Source: an optimization exercise on an open RTL-to-GDS flow (aim: a short achievable clock period and few clock cycles per item). Production flows keep margins and buffers that such runs may drop. The RTL was checked by simulation tests, not by an equivalence proof against the original design.

==> juniper: inputs <==
==> flow/design.v (excerpt) <==
module mips_core #(
    parameter mips_pkg::word_t RESET_PC = '0
) (
    input  logic                clock,
    input  logic                rst_n,
    output mips_pkg::word_t     imem_addr,
    input  mips_pkg::word_t     imem_data,
    output mips_pkg::word_t     dmem_addr,
    output mips_pkg::word_t     dmem_write_data,
    output logic                dmem_read,
    output logic                dmem_write,
    input  mips_pkg::word_t     dmem_read_data,
    output logic                wb_write,
    output mips_pkg::reg_addr_t wb_reg,
    output mips_pkg::word_t     wb_data
);
    logic stall;                                     
    logic redirect;                                  
    logic                d_wr, d_lw, d_sw, d_br, d_bne, d_same, d_pred, d_use_imm;
    logic                d_add, d_sub, d_and, d_or, d_slt;
    mips_pkg::reg_addr_t d_dest;
    mips_pkg::word_t     d_imm, d_rs_snap, d_rt_snap;
    logic [7:0]          d_pcw;                      
    logic [8:0]          d_tlo;                      
    logic [13:0]         d_hi, d_hi_inc, d_hi_dec;   
    logic [1:0]          d_pcb;
    logic                d_fe_rs, d_fm_rs, d_fw_rs, d_fw2_rs, d_fs_rs;
  ...
export LEC_CHECK = 0
export ABC_CLOCK_PERIOD_IN_PS = 2500
export CAP_MARGIN = 20
export CORE_MARGIN = 2
export CORE_UTILIZATION = 55
export PLACE_DENSITY = 0.7
export SETUP_SLACK_MARGIN = 4.0
export SLEW_MARGIN = 20
export TNS_END_PERCENT = 100
create_clock -name core_clock -period 7.0 [get_ports {clock}]
run.sh (not shown) runs the stock make flow with config.mk's settings and CLKGATE_MAP_FILE= SYNTH_SCRIPT=/design/flow/synth_recipe.tcl, a recipe that flattens the netlist after the stock synthesis.
==> inputs of sierra, as changes to juniper <==
--- a/flow/design.v
+++ b/flow/design.v
@@ -98,43 +98,39 @@
     output mips_pkg::reg_addr_t wb_reg,
     output mips_pkg::word_t     wb_data
 );
     logic stall;                                     
     logic redirect;                                  
     logic                d_wr, d_lw, d_sw, d_br, d_bne, d_same, d_pred, d_use_imm;
     logic                d_add, d_sub, d_and, d_or, d_slt;
     mips_pkg::reg_addr_t d_dest;
-    mips_pkg::word_t     d_imm, d_rs_snap, d_rt_snap;
-    logic [7:0]          d_pcw;                      
-    logic [8:0]          d_tlo;                      
-    logic [13:0]         d_hi, d_hi_inc, d_hi_dec;   
-    logic [1:0]          d_pcb;
+    mips_pkg::word_t     d_imm, d_pc4, d_rs_snap, d_rt_snap;
     logic                d_fe_rs, d_fm_rs, d_fw_rs, d_fw2_rs, d_fs_rs;
     logic                d_fe_rt, d_fm_rt, d_fw_rt, d_fw2_rt, d_fs_rt;
     logic                e_wr, e_lw, e_sw, e_chk, e_bne, e_pred;
     logic                e_add, e_sub, e_and, e_or, e_slt;
     mips_pkg::reg_addr_t e_dest;
     mips_pkg::word_t     e_a, e_b, e_st, e_alt;
-    mips_pkg::word_t     sum, diff, logic_res, res;    
+    mips_pkg::word_t     sum, diff, res;           
     logic                lt;
     logic                m_wr, m_lw, m_sw;
     mips_pkg::reg_addr_t m_dest;
     mips_pkg::word_t     m_res, m_addr, m_st;
     logic                w_wr, w2_wr;
     mips_pkg::reg_addr_t w_reg, w2_reg;
     mips_pkg::word_t     w_data, w2_data;
-    mips_pkg::word_t pc, pc4, d_target;
+    mips_pkg::word_t pc, pc4, br_target;
     logic            d_taken;
     assign imem_addr = pc;
     assign pc4       = mips_pkg::add32(pc, 32'd4, 1'b0);
     always_ff @(posedge clock) begin
         if (!rst_n)         pc <= RESET_PC;
         else if (redirect)  pc <= e_alt;
-        else if (!stall)    pc <= d_taken ? d_target : pc4;
+        else if (!stall)    pc <= d_taken ? br_target : pc4;
     end
     logic [5:0]          f_op, f_fn;
     mips_pkg::reg_addr_t f_rs, f_rt, f_rd, f_dest;
     logic                f_rtype_ok, f_imm_alu, f_lw, f_sw, f_br;
     logic                f_use_rs, f_use_rt, f_wr, f_use_imm, f_sext;
     logic                f_add, f_sub, f_and, f_or, f_slt;
     assign f_op = imem_data[31:26];
     assign f_rs = imem_data[25:21];
@@ -159,20 +155,16 @@
         f_sext     = !(f_op == mips_pkg::OP_ANDI || f_op == mips_pkg::OP_ORI);
         f_add      = (f_rtype_ok && f_fn == mips_pkg::FN_ADDU) || f_op == mips_pkg::OP_ADDIU ||
                      f_lw || f_sw;
         f_sub      = f_rtype_ok && f_fn == mips_pkg::FN_SUBU;
         f_and      = (f_rtype_ok && f_fn == mips_pkg::FN_AND) || f_op == mips_pkg::OP_ANDI;
         f_or       = (f_rtype_ok && f_fn == mips_pkg::FN_OR) || f_op == mips_pkg::OP_ORI;
         f_slt      = (f_rtype_ok && f_fn == mips_pkg::FN_SLT) || f_op == mips_pkg::OP_SLTI;
     end
-    mips_pkg::word_t f_tlo, f_hi_inc, f_hi_dec;
-    assign f_tlo    = mips_pkg::add32({24'd0, pc[9:2]}, {24'd0, imem_data[7:0]}, 1'b1);
-    assign f_hi_inc = mips_pkg::add32({18'd0, pc[31:18]}, 32'd1, 1'b0);
-    assign f_hi_dec = mips_pkg::add32({18'd0, pc[31:18]}, 32'hffff_ffff, 1'b0);
     logic f_he_rs, f_hm_rs, f_hw_rs, f_hw2_rs, f_he_rt, f_hm_rt, f_hw_rt, f_hw2_rt;
     assign f_he_rs  = f_use_rs && d_wr && d_dest == f_rs;
     assign f_hm_rs  = f_use_rs && e_wr && e_dest == f_rs;
     assign f_hw_rs  = f_use_rs && m_wr && m_dest == f_rs;
     assign f_hw2_rs = f_use_rs && w_wr && w_reg  == f_rs;
     assign f_he_rt  = f_use_rt && d_wr && d_dest == f_rt;
     assign f_hm_rt  = f_use_rt && e_wr && e_dest == f_rt;
     assign f_hw_rt  = f_use_rt && m_wr && m_dest == f_rt;
@@ -185,21 +177,16 @@
     );
     mips_pkg::word_t ld_fwd, rv_rs, rv_rt;
     logic            needpred, br_eq;
     assign ld_fwd = m_lw ? dmem_read_data : m_res;
     assign rv_rs = ({32{d_fm_rs}} & ld_fwd) | ({32{d_fw_rs}} & w_data)
                  | ({32{d_fw2_rs}} & w2_data) | ({32{d_fs_rs}} & d_rs_snap);
     assign rv_rt = ({32{d_fm_rt}} & ld_fwd) | ({32{d_fw_rt}} & w_data)
                  | ({32{d_fw2_rt}} & w2_data) | ({32{d_fs_rt}} & d_rt_snap);
-    mips_pkg::word_t d_tmid;
-    logic [13:0]     d_thi;
-    assign d_tmid   = mips_pkg::add32({24'd0, d_pcw}, {24'd0, d_imm[15:8]}, d_tlo[8]);
-    assign d_thi    = (d_tmid[8] == d_imm[15]) ? d_hi : d_tmid[8] ? d_hi_inc : d_hi_dec;
-    assign d_target = {d_thi, d_tmid[7:0], d_tlo[7:0], d_pcb};
     assign stall    = e_lw && (d_fe_rs || d_fe_rt);
     assign needpred = d_fe_rs || d_fe_rt || (m_lw && (d_fm_rs || d_fm_rt));
     logic eq_mw, eq_mw2, eq_mt, eq_ww2, eq_wt, eq_w2t, eq_sm, eq_sw, eq_sw2, eq_st;
     assign eq_mw  = m_res   == w_data;
     assign eq_mw2 = m_res   == w2_data;
     assign eq_mt  = m_res   == d_rt_snap;
     assign eq_ww2 = w_data  == w2_data;
     assign eq_wt  = w_data  == d_rt_snap;
@@ -208,16 +195,17 @@
     assign eq_sw  = d_rs_snap == w_data;
     assign eq_sw2 = d_rs_snap == w2_data;
     assign eq_st  = d_rs_snap == d_rt_snap;
     assign br_eq  = (d_fm_rs  && (d_fm_rt || (d_fw_rt && eq_mw) || (d_fw2_rt && eq_mw2) || (d_fs_rt && eq_mt)))
                  || (d_fw_rs  && ((d_fm_rt && eq_mw) || d_fw_rt || (d_fw2_rt && eq_ww2) || (d_fs_rt && eq_wt)))
                  || (d_fw2_rs && ((d_fm_rt && eq_mw2) || (d_fw_rt && eq_ww2) || d_fw2_rt || (d_fs_rt && eq_w2t)))
                  || (d_fs_rs  && ((d_fm_rt && eq_sm) || (d_fw_rt && eq_sw) || (d_fw2_rt && eq_sw2) || (d_fs_rt && eq_st)));
     assign d_taken  = d_br && ((d_same || needpred) ? d_pred : (br_eq != d_bne));
+    assign br_target = mips_pkg::add32(d_pc4, {d_imm[29:0], 2'b00}, 1'b0);
     always_ff @(posedge clock) begin
         if (!rst_n || redirect) begin                
             d_wr     <= 1'b0;
             d_lw     <= 1'b0;
             d_sw     <= 1'b0;
             d_br     <= 1'b0;
             d_fe_rs  <= 1'b0;
             d_fm_rs  <= 1'b0;
@@ -265,22 +253,17 @@
             d_same    <= f_rs == f_rt;
             d_pred    <= (f_rs == f_rt) ? !f_op[0] : f_op[0];
             d_add     <= f_add;
             d_sub     <= f_sub;
             d_and     <= f_and;
             d_or      <= f_or;
             d_slt     <= f_slt;
             d_imm     <= {{16{f_sext & imem_data[15]}}, imem_data[15:0]};
-            d_pcw     <= pc[17:10];
-            d_tlo     <= f_tlo[8:0];
-            d_pcb     <= pc[1:0];
-            d_hi      <= pc[31:18];
-            d_hi_inc  <= f_hi_inc[13:0];
-            d_hi_dec  <= f_hi_dec[13:0];
+            d_pc4     <= pc4;
             d_rs_snap <= f_rs_val;
             d_rt_snap <= f_rt_val;
         end else begin
             d_rs_snap <= rv_rs;
             d_rt_snap <= rv_rt;
         end
     end
     always_ff @(posedge clock) begin
@@ -300,31 +283,26 @@
         e_dest <= d_dest;
         e_add  <= d_add;
         e_sub  <= d_sub;
         e_and  <= d_and;
         e_or   <= d_or;
         e_slt  <= d_slt;
         e_bne  <= d_bne;
         e_pred <= d_pred;
-        e_alt  <= d_pred ? pc4 : d_target;
-        e_a    <= fwd_pick(d_fe_rs, rv_rs);
-        e_b    <= fwd_pick(d_fe_rt && !d_use_imm, d_use_imm ? d_imm : rv_rt);
-        e_st   <= fwd_pick(d_fe_rt, rv_rt);
+        e_alt  <= d_pred ? pc4 : br_target;
+        e_a    <= d_fe_rs ? res : rv_rs;
+        e_b    <= (d_fe_rt && !d_use_imm) ? res : d_use_imm ? d_imm : rv_rt;
+        e_st   <= d_fe_rt ? res : rv_rt;
     end
     assign sum  = mips_pkg::add32(e_a, e_b, 1'b0);
     assign diff = mips_pkg::add32(e_a, ~e_b, 1'b1);
     assign lt   = (e_a[31] != e_b[31]) ? e_a[31] : !mips_pkg::carry31(e_a, ~e_b, 1'b1);
-    assign logic_res = ({32{e_and}} & (e_a & e_b)) | ({32{e_or}} & (e_a | e_b))
-                     | {31'd0, e_slt & lt};
-    assign res       = ({32{e_add}} & sum) | ({32{e_sub}} & diff) | logic_res;
-    function automatic mips_pkg::word_t fwd_pick(input logic fwd, input mips_pkg::word_t v);
-        fwd_pick = ({32{fwd && e_add}} & sum) | ({32{fwd && e_sub}} & diff)
-                 | ({32{fwd && !e_add && !e_sub}} & logic_res) | ({32{!fwd}} & v);
-    endfunction
+    assign res  = ({32{e_add}} & sum) | ({32{e_sub}} & diff) | ({32{e_and}} & (e_a & e_b))
+                | ({32{e_or}} & (e_a | e_b)) | {31'd0, e_slt & lt};
     assign redirect = e_chk && (((e_a == e_st) != e_bne) != e_pred);
     always_ff @(posedge clock) begin
         if (!rst_n) begin
             m_wr <= 1'b0;
             m_lw <= 1'b0;
             m_sw <= 1'b0;
         end else begin
             m_wr <= e_wr;
Settings changed: CORE_UTILIZATION 55 to 40, PLACE_DENSITY 0.7 to unset.
==> inputs of zinc, as changes to juniper <==
--- a/flow/design.v
+++ b/flow/design.v
@@ -29,35 +29,16 @@
                 gn[i] = gg[i] | (pp[i] & gg[i-d]);
                 pn[i] = pp[i] & pp[i-d];
             end
             gg = gn;
             pp = pn;
         end
         add32 = p ^ {gg[30:0], cin};
     endfunction
-    function automatic logic carry31(input word_t a, input word_t b, input logic cin);
-        word_t g, p, gg, pp, gn, pn;
-        g  = a & b;
-        p  = a ^ b;
-        gg = g;
-        pp = p;
-        gg[0] = g[0] | (p[0] & cin);
-        for (int d = 1; d < 32; d = d * 2) begin
-            gn = gg;
-            pn = pp;
-            for (int i = d; i < 32; i++) begin
-                gn[i] = gg[i] | (pp[i] & gg[i-d]);
-                pn[i] = pp[i] & pp[i-d];
-            end
-            gg = gn;
-            pp = pn;
-        end
-        carry31 = gg[30];
-    endfunction
     function automatic logic sum_eq(input word_t a, input word_t b, input word_t k,
                                     input logic cin);
         word_t r, c;
         r = a ^ b ^ k;
         c = {(a[30:0] & b[30:0]) | ((a[30:0] ^ b[30:0]) & ~k[30:0]), cin};
         sum_eq = (r == c);
     endfunction
 endpackage
@@ -98,43 +79,37 @@
     output mips_pkg::reg_addr_t wb_reg,
     output mips_pkg::word_t     wb_data
 );
     logic stall;                                     
     logic redirect;                                  
     logic                d_wr, d_lw, d_sw, d_br, d_bne, d_same, d_pred, d_use_imm;
     logic                d_add, d_sub, d_and, d_or, d_slt;
     mips_pkg::reg_addr_t d_dest;
-    mips_pkg::word_t     d_imm, d_rs_snap, d_rt_snap;
-    logic [7:0]          d_pcw;                      
-    logic [8:0]          d_tlo;                      
-    logic [13:0]         d_hi, d_hi_inc, d_hi_dec;   
-    logic [1:0]          d_pcb;
+    mips_pkg::word_t     d_imm, d_pc4, d_rs_snap, d_rt_snap;
     logic                d_fe_rs, d_fm_rs, d_fw_rs, d_fw2_rs, d_fs_rs;
     logic                d_fe_rt, d_fm_rt, d_fw_rt, d_fw2_rt, d_fs_rt;
     logic                e_wr, e_lw, e_sw, e_chk, e_bne, e_pred;
-    logic                e_add, e_sub, e_and, e_or, e_slt;
+    logic                e_add, e_sub, e_and, e_or, e_slt, e_fa, e_fb, e_fst;
     mips_pkg::reg_addr_t e_dest;
     mips_pkg::word_t     e_a, e_b, e_st, e_alt;
-    mips_pkg::word_t     sum, diff, logic_res, res;    
-    logic                lt;
     logic                m_wr, m_lw, m_sw;
     mips_pkg::reg_addr_t m_dest;
-    mips_pkg::word_t     m_res, m_addr, m_st;
+    mips_pkg::word_t     m_res, m_st;
     logic                w_wr, w2_wr;
     mips_pkg::reg_addr_t w_reg, w2_reg;
     mips_pkg::word_t     w_data, w2_data;
-    mips_pkg::word_t pc, pc4, d_target;
+    mips_pkg::word_t pc, pc4, br_target;
     logic            d_taken;
     assign imem_addr = pc;
     assign pc4       = mips_pkg::add32(pc, 32'd4, 1'b0);
     always_ff @(posedge clock) begin
         if (!rst_n)         pc <= RESET_PC;
         else if (redirect)  pc <= e_alt;
-        else if (!stall)    pc <= d_taken ? d_target : pc4;
+        else if (!stall)    pc <= d_taken ? br_target : pc4;
     end
     logic [5:0]          f_op, f_fn;
     mips_pkg::reg_addr_t f_rs, f_rt, f_rd, f_dest;
     logic                f_rtype_ok, f_imm_alu, f_lw, f_sw, f_br;
     logic                f_use_rs, f_use_rt, f_wr, f_use_imm, f_sext;
     logic                f_add, f_sub, f_and, f_or, f_slt;
     assign f_op = imem_data[31:26];
     assign f_rs = imem_data[25:21];
@@ -159,20 +134,16 @@
         f_sext     = !(f_op == mips_pkg::OP_ANDI || f_op == mips_pkg::OP_ORI);
         f_add      = (f_rtype_ok && f_fn == mips_pkg::FN_ADDU) || f_op == mips_pkg::OP_ADDIU ||
                      f_lw || f_sw;
         f_sub      = f_rtype_ok && f_fn == mips_pkg::FN_SUBU;
         f_and      = (f_rtype_ok && f_fn == mips_pkg::FN_AND) || f_op == mips_pkg::OP_ANDI;
         f_or       = (f_rtype_ok && f_fn == mips_pkg::FN_OR) || f_op == mips_pkg::OP_ORI;
         f_slt      = (f_rtype_ok && f_fn == mips_pkg::FN_SLT) || f_op == mips_pkg::OP_SLTI;
     end
-    mips_pkg::word_t f_tlo, f_hi_inc, f_hi_dec;
-    assign f_tlo    = mips_pkg::add32({24'd0, pc[9:2]}, {24'd0, imem_data[7:0]}, 1'b1);
-    assign f_hi_inc = mips_pkg::add32({18'd0, pc[31:18]}, 32'd1, 1'b0);
-    assign f_hi_dec = mips_pkg::add32({18'd0, pc[31:18]}, 32'hffff_ffff, 1'b0);
     logic f_he_rs, f_hm_rs, f_hw_rs, f_hw2_rs, f_he_rt, f_hm_rt, f_hw_rt, f_hw2_rt;
     assign f_he_rs  = f_use_rs && d_wr && d_dest == f_rs;
     assign f_hm_rs  = f_use_rs && e_wr && e_dest == f_rs;
     assign f_hw_rs  = f_use_rs && m_wr && m_dest == f_rs;
     assign f_hw2_rs = f_use_rs && w_wr && w_reg  == f_rs;
     assign f_he_rt  = f_use_rt && d_wr && d_dest == f_rt;
     assign f_hm_rt  = f_use_rt && e_wr && e_dest == f_rt;
     assign f_hw_rt  = f_use_rt && m_wr && m_dest == f_rt;
@@ -185,39 +156,21 @@
     );
     mips_pkg::word_t ld_fwd, rv_rs, rv_rt;
     logic            needpred, br_eq;
     assign ld_fwd = m_lw ? dmem_read_data : m_res;
     assign rv_rs = ({32{d_fm_rs}} & ld_fwd) | ({32{d_fw_rs}} & w_data)
                  | ({32{d_fw2_rs}} & w2_data) | ({32{d_fs_rs}} & d_rs_snap);
     assign rv_rt = ({32{d_fm_rt}} & ld_fwd) | ({32{d_fw_rt}} & w_data)
                  | ({32{d_fw2_rt}} & w2_data) | ({32{d_fs_rt}} & d_rt_snap);
-    mips_pkg::word_t d_tmid;
-    logic [13:0]     d_thi;
-    assign d_tmid   = mips_pkg::add32({24'd0, d_pcw}, {24'd0, d_imm[15:8]}, d_tlo[8]);
-    assign d_thi    = (d_tmid[8] == d_imm[15]) ? d_hi : d_tmid[8] ? d_hi_inc : d_hi_dec;
-    assign d_target = {d_thi, d_tmid[7:0], d_tlo[7:0], d_pcb};
     assign stall    = e_lw && (d_fe_rs || d_fe_rt);
     assign needpred = d_fe_rs || d_fe_rt || (m_lw && (d_fm_rs || d_fm_rt));
-    logic eq_mw, eq_mw2, eq_mt, eq_ww2, eq_wt, eq_w2t, eq_sm, eq_sw, eq_sw2, eq_st;
-    assign eq_mw  = m_res   == w_data;
-    assign eq_mw2 = m_res   == w2_data;
-    assign eq_mt  = m_res   == d_rt_snap;
-    assign eq_ww2 = w_data  == w2_data;
-    assign eq_wt  = w_data  == d_rt_snap;
-    assign eq_w2t = w2_data == d_rt_snap;
-    assign eq_sm  = d_rs_snap == m_res;
-    assign eq_sw  = d_rs_snap == w_data;
-    assign eq_sw2 = d_rs_snap == w2_data;
-    assign eq_st  = d_rs_snap == d_rt_snap;
-    assign br_eq  = (d_fm_rs  && (d_fm_rt || (d_fw_rt && eq_mw) || (d_fw2_rt && eq_mw2) || (d_fs_rt && eq_mt)))
-                 || (d_fw_rs  && ((d_fm_rt && eq_mw) || d_fw_rt || (d_fw2_rt && eq_ww2) || (d_fs_rt && eq_wt)))
-                 || (d_fw2_rs && ((d_fm_rt && eq_mw2) || (d_fw_rt && eq_ww2) || d_fw2_rt || (d_fs_rt && eq_w2t)))
-                 || (d_fs_rs  && ((d_fm_rt && eq_sm) || (d_fw_rt && eq_sw) || (d_fw2_rt && eq_sw2) || (d_fs_rt && eq_st)));
+    assign br_eq    = rv_rs == rv_rt;
     assign d_taken  = d_br && ((d_same || needpred) ? d_pred : (br_eq != d_bne));
+    assign br_target = mips_pkg::add32(d_pc4, {d_imm[29:0], 2'b00}, 1'b0);
     always_ff @(posedge clock) begin
         if (!rst_n || redirect) begin                
             d_wr     <= 1'b0;
             d_lw     <= 1'b0;
             d_sw     <= 1'b0;
             d_br     <= 1'b0;
             d_fe_rs  <= 1'b0;
             d_fm_rs  <= 1'b0;
@@ -265,22 +218,17 @@
             d_same    <= f_rs == f_rt;
             d_pred    <= (f_rs == f_rt) ? !f_op[0] : f_op[0];
             d_add     <= f_add;
             d_sub     <= f_sub;
             d_and     <= f_and;
             d_or      <= f_or;
             d_slt     <= f_slt;
             d_imm     <= {{16{f_sext & imem_data[15]}}, imem_data[15:0]};
-            d_pcw     <= pc[17:10];
-            d_tlo     <= f_tlo[8:0];
-            d_pcb     <= pc[1:0];
-            d_hi      <= pc[31:18];
-            d_hi_inc  <= f_hi_inc[13:0];
-            d_hi_dec  <= f_hi_dec[13:0];
+            d_pc4     <= pc4;
             d_rs_snap <= f_rs_val;
             d_rt_snap <= f_rt_val;
         end else begin
             d_rs_snap <= rv_rs;
             d_rt_snap <= rv_rt;
         end
     end
     always_ff @(posedge clock) begin
@@ -300,50 +248,52 @@
         e_dest <= d_dest;
         e_add  <= d_add;
         e_sub  <= d_sub;
         e_and  <= d_and;
         e_or   <= d_or;
         e_slt  <= d_slt;
         e_bne  <= d_bne;
         e_pred <= d_pred;
-        e_alt  <= d_pred ? pc4 : d_target;
-        e_a    <= fwd_pick(d_fe_rs, rv_rs);
-        e_b    <= fwd_pick(d_fe_rt && !d_use_imm, d_use_imm ? d_imm : rv_rt);
-        e_st   <= fwd_pick(d_fe_rt, rv_rt);
+        e_alt  <= d_pred ? pc4 : br_target;
+        e_fa   <= d_fe_rs;
+        e_fb   <= d_fe_rt && !d_use_imm;
+        e_fst  <= d_fe_rt;
+        e_a    <= rv_rs;
+        e_b    <= d_use_imm ? d_imm : rv_rt;
+        e_st   <= rv_rt;
     end
-    assign sum  = mips_pkg::add32(e_a, e_b, 1'b0);
-    assign diff = mips_pkg::add32(e_a, ~e_b, 1'b1);
-    assign lt   = (e_a[31] != e_b[31]) ? e_a[31] : !mips_pkg::carry31(e_a, ~e_b, 1'b1);
-    assign logic_res = ({32{e_and}} & (e_a & e_b)) | ({32{e_or}} & (e_a | e_b))
-                     | {31'd0, e_slt & lt};
-    assign res       = ({32{e_add}} & sum) | ({32{e_sub}} & diff) | logic_res;
-    function automatic mips_pkg::word_t fwd_pick(input logic fwd, input mips_pkg::word_t v);
-        fwd_pick = ({32{fwd && e_add}} & sum) | ({32{fwd && e_sub}} & diff)
-                 | ({32{fwd && !e_add && !e_sub}} & logic_res) | ({32{!fwd}} & v);
-    endfunction
-    assign redirect = e_chk && (((e_a == e_st) != e_bne) != e_pred);
+    mips_pkg::word_t x_a, x_b, x_st, sum, diff, res;
+    logic            lt;
+    assign x_a  = e_fa  ? m_res : e_a;
+    assign x_b  = e_fb  ? m_res : e_b;
+    assign x_st = e_fst ? m_res : e_st;
+    assign sum  = mips_pkg::add32(x_a, x_b, 1'b0);
+    assign diff = mips_pkg::add32(x_a, ~x_b, 1'b1);
+    assign lt   = (x_a[31] != x_b[31]) ? x_a[31] : diff[31];
+    assign res  = ({32{e_add}} & sum) | ({32{e_sub}} & diff) | ({32{e_and}} & (x_a & x_b))
+                | ({32{e_or}} & (x_a | x_b)) | {31'd0, e_slt & lt};
+    assign redirect = e_chk && (((x_a == x_st) != e_bne) != e_pred);
     always_ff @(posedge clock) begin
         if (!rst_n) begin
             m_wr <= 1'b0;
             m_lw <= 1'b0;
             m_sw <= 1'b0;
         end else begin
             m_wr <= e_wr;
             m_lw <= e_lw;
             m_sw <= e_sw;
         end
     end
     always_ff @(posedge clock) begin
         m_dest <= e_dest;
         m_res  <= res;
-        m_addr <= sum;                               
-        m_st   <= e_st;
+        m_st   <= x_st;
     end
-    assign dmem_addr       = m_addr;
+    assign dmem_addr       = m_res;
     assign dmem_write_data = m_st;
     assign dmem_read       = m_lw;
     assign dmem_write      = m_sw;
     always_ff @(posedge clock) begin
         if (!rst_n) begin
             w_wr  <= 1'b0;
             w2_wr <= 1'b0;
         end else begin
Settings changed: CORE_UTILIZATION 55 to 40, PLACE_DENSITY 0.7 to unset.
==> summary.md <==
| Metric | Value |
|---|---|
| Path length in cells of the critical path | 14 |
| Clk sinks | 1511 |
| Multi-input combinational gate total | 3433 |
| Critical path's slowest cell | sky130_fd_sc_hd__xor2_1 |
| Vias in the first global route | 53284 |
| Result of the run | finished clean |
| Crit path cell chain | xor2_1 > nor4_2 > nand4_1 > nor3_2 > o41ai_2 > nand4_1 > mux2i_4 > o21ai_4 > buf_12 > buf_12 > buf_4 > nor2_1 > o311a_1 > nor2_1 |
| Clock latency of the later-clocked register in the worst-skew pair | 0.83 ns |
| Multi-input gate area in the final layout | 33900 um2 |
| Num rows | 135 |
| Number of cells on the worst reg-to-reg path | 14 |
[end of results for juniper]
==> summary.md <==
| Metric | Value |
|---|---|
| Result of the run | finished clean |
| Vias in the first global route | 51987 |
| Number of cells on the worst reg-to-reg path | 12 |
| Num rows | 157 |
| Clk sinks | 1483 |
| Clock latency of the later-clocked register in the worst-skew pair | 0.84 ns |
| Critical path's slowest cell | sky130_fd_sc_hd__o41a_1 |
| Multi-input gate area in the final layout | 33300 um2 |
| Multi-input combinational gate total | 3395 |
| Path length in cells of the critical path | 12 |
[end of results for sierra]
==> summary.md <==
| Metric | Value |
|---|---|
| Result of the run | finished clean |
| Num rows | 154 |
| Number of cells on the worst reg-to-reg path | 16 |
| Path length in cells of the critical path | 16 |
| Multi-input gate area in the final layout | 31100 um2 |
| Clock latency of the later-clocked register in the worst-skew pair | 0.83 ns |
| Clk sinks | 1454 |
| Vias in the first global route | 49872 |
| Multi-input combinational gate total | 3268 |
| Crit path cell chain | buf_8 > mux2i_4 > ha_4 > or3_4 > o211a_1 > a2111o_1 > o21a_4 > o21a_4 > o41ai_4 > o41ai_4 > o21bai_1 > a21oi_1 > fa_2 > o22ai_1 > a221oi_2 > o211ai_1 |
[end of results for zinc]
Testbench counts of juniper, summed over its fixed seeds: cycles 44,530, instrs 43,169.
Testbench counts of sierra, summed over its fixed seeds: cycles 44,530, instrs 43,169.
Testbench counts of zinc, summed over its fixed seeds: cycles 44,530, instrs 43,169.

separate check: timing with driven ports:
How much do the figures lean on ideal ports? The routed layouts below were timed once more, with nothing changed but the port constraints. Step 1 sets driving cells, clkbuf_16 on the clock port and buf_2 on the other inputs (assumed; they add their load-dependent delay and slew). Step 2 times the ports against the registers' clock, not the clock port: input delays grow and output delays shrink by t, the midpoint of the rising clock arrivals with the driver on. a / b / c = ideal / step 1 / step 2; a / b = the first two.
run	shift t [ns]	setup WS [ns]	hold WS [ns]	worst setup path at the end
juniper	0.895	3.578 / 3.578 / 2.842	0.345 / 0.345 / 0.345	input to register
sierra	0.895	3.590 / 3.590 / 2.914	0.342 / 0.342 / 0.342	input to register
zinc	0.897	2.642 / 2.642 / 2.271	0.344 / 0.344 / 0.344	input to register
After both steps setup and hold are still met in every run listed. The setup slack of juniper, which loses most, moves by 0.000 ns with the drivers and by -0.736 ns with both steps.
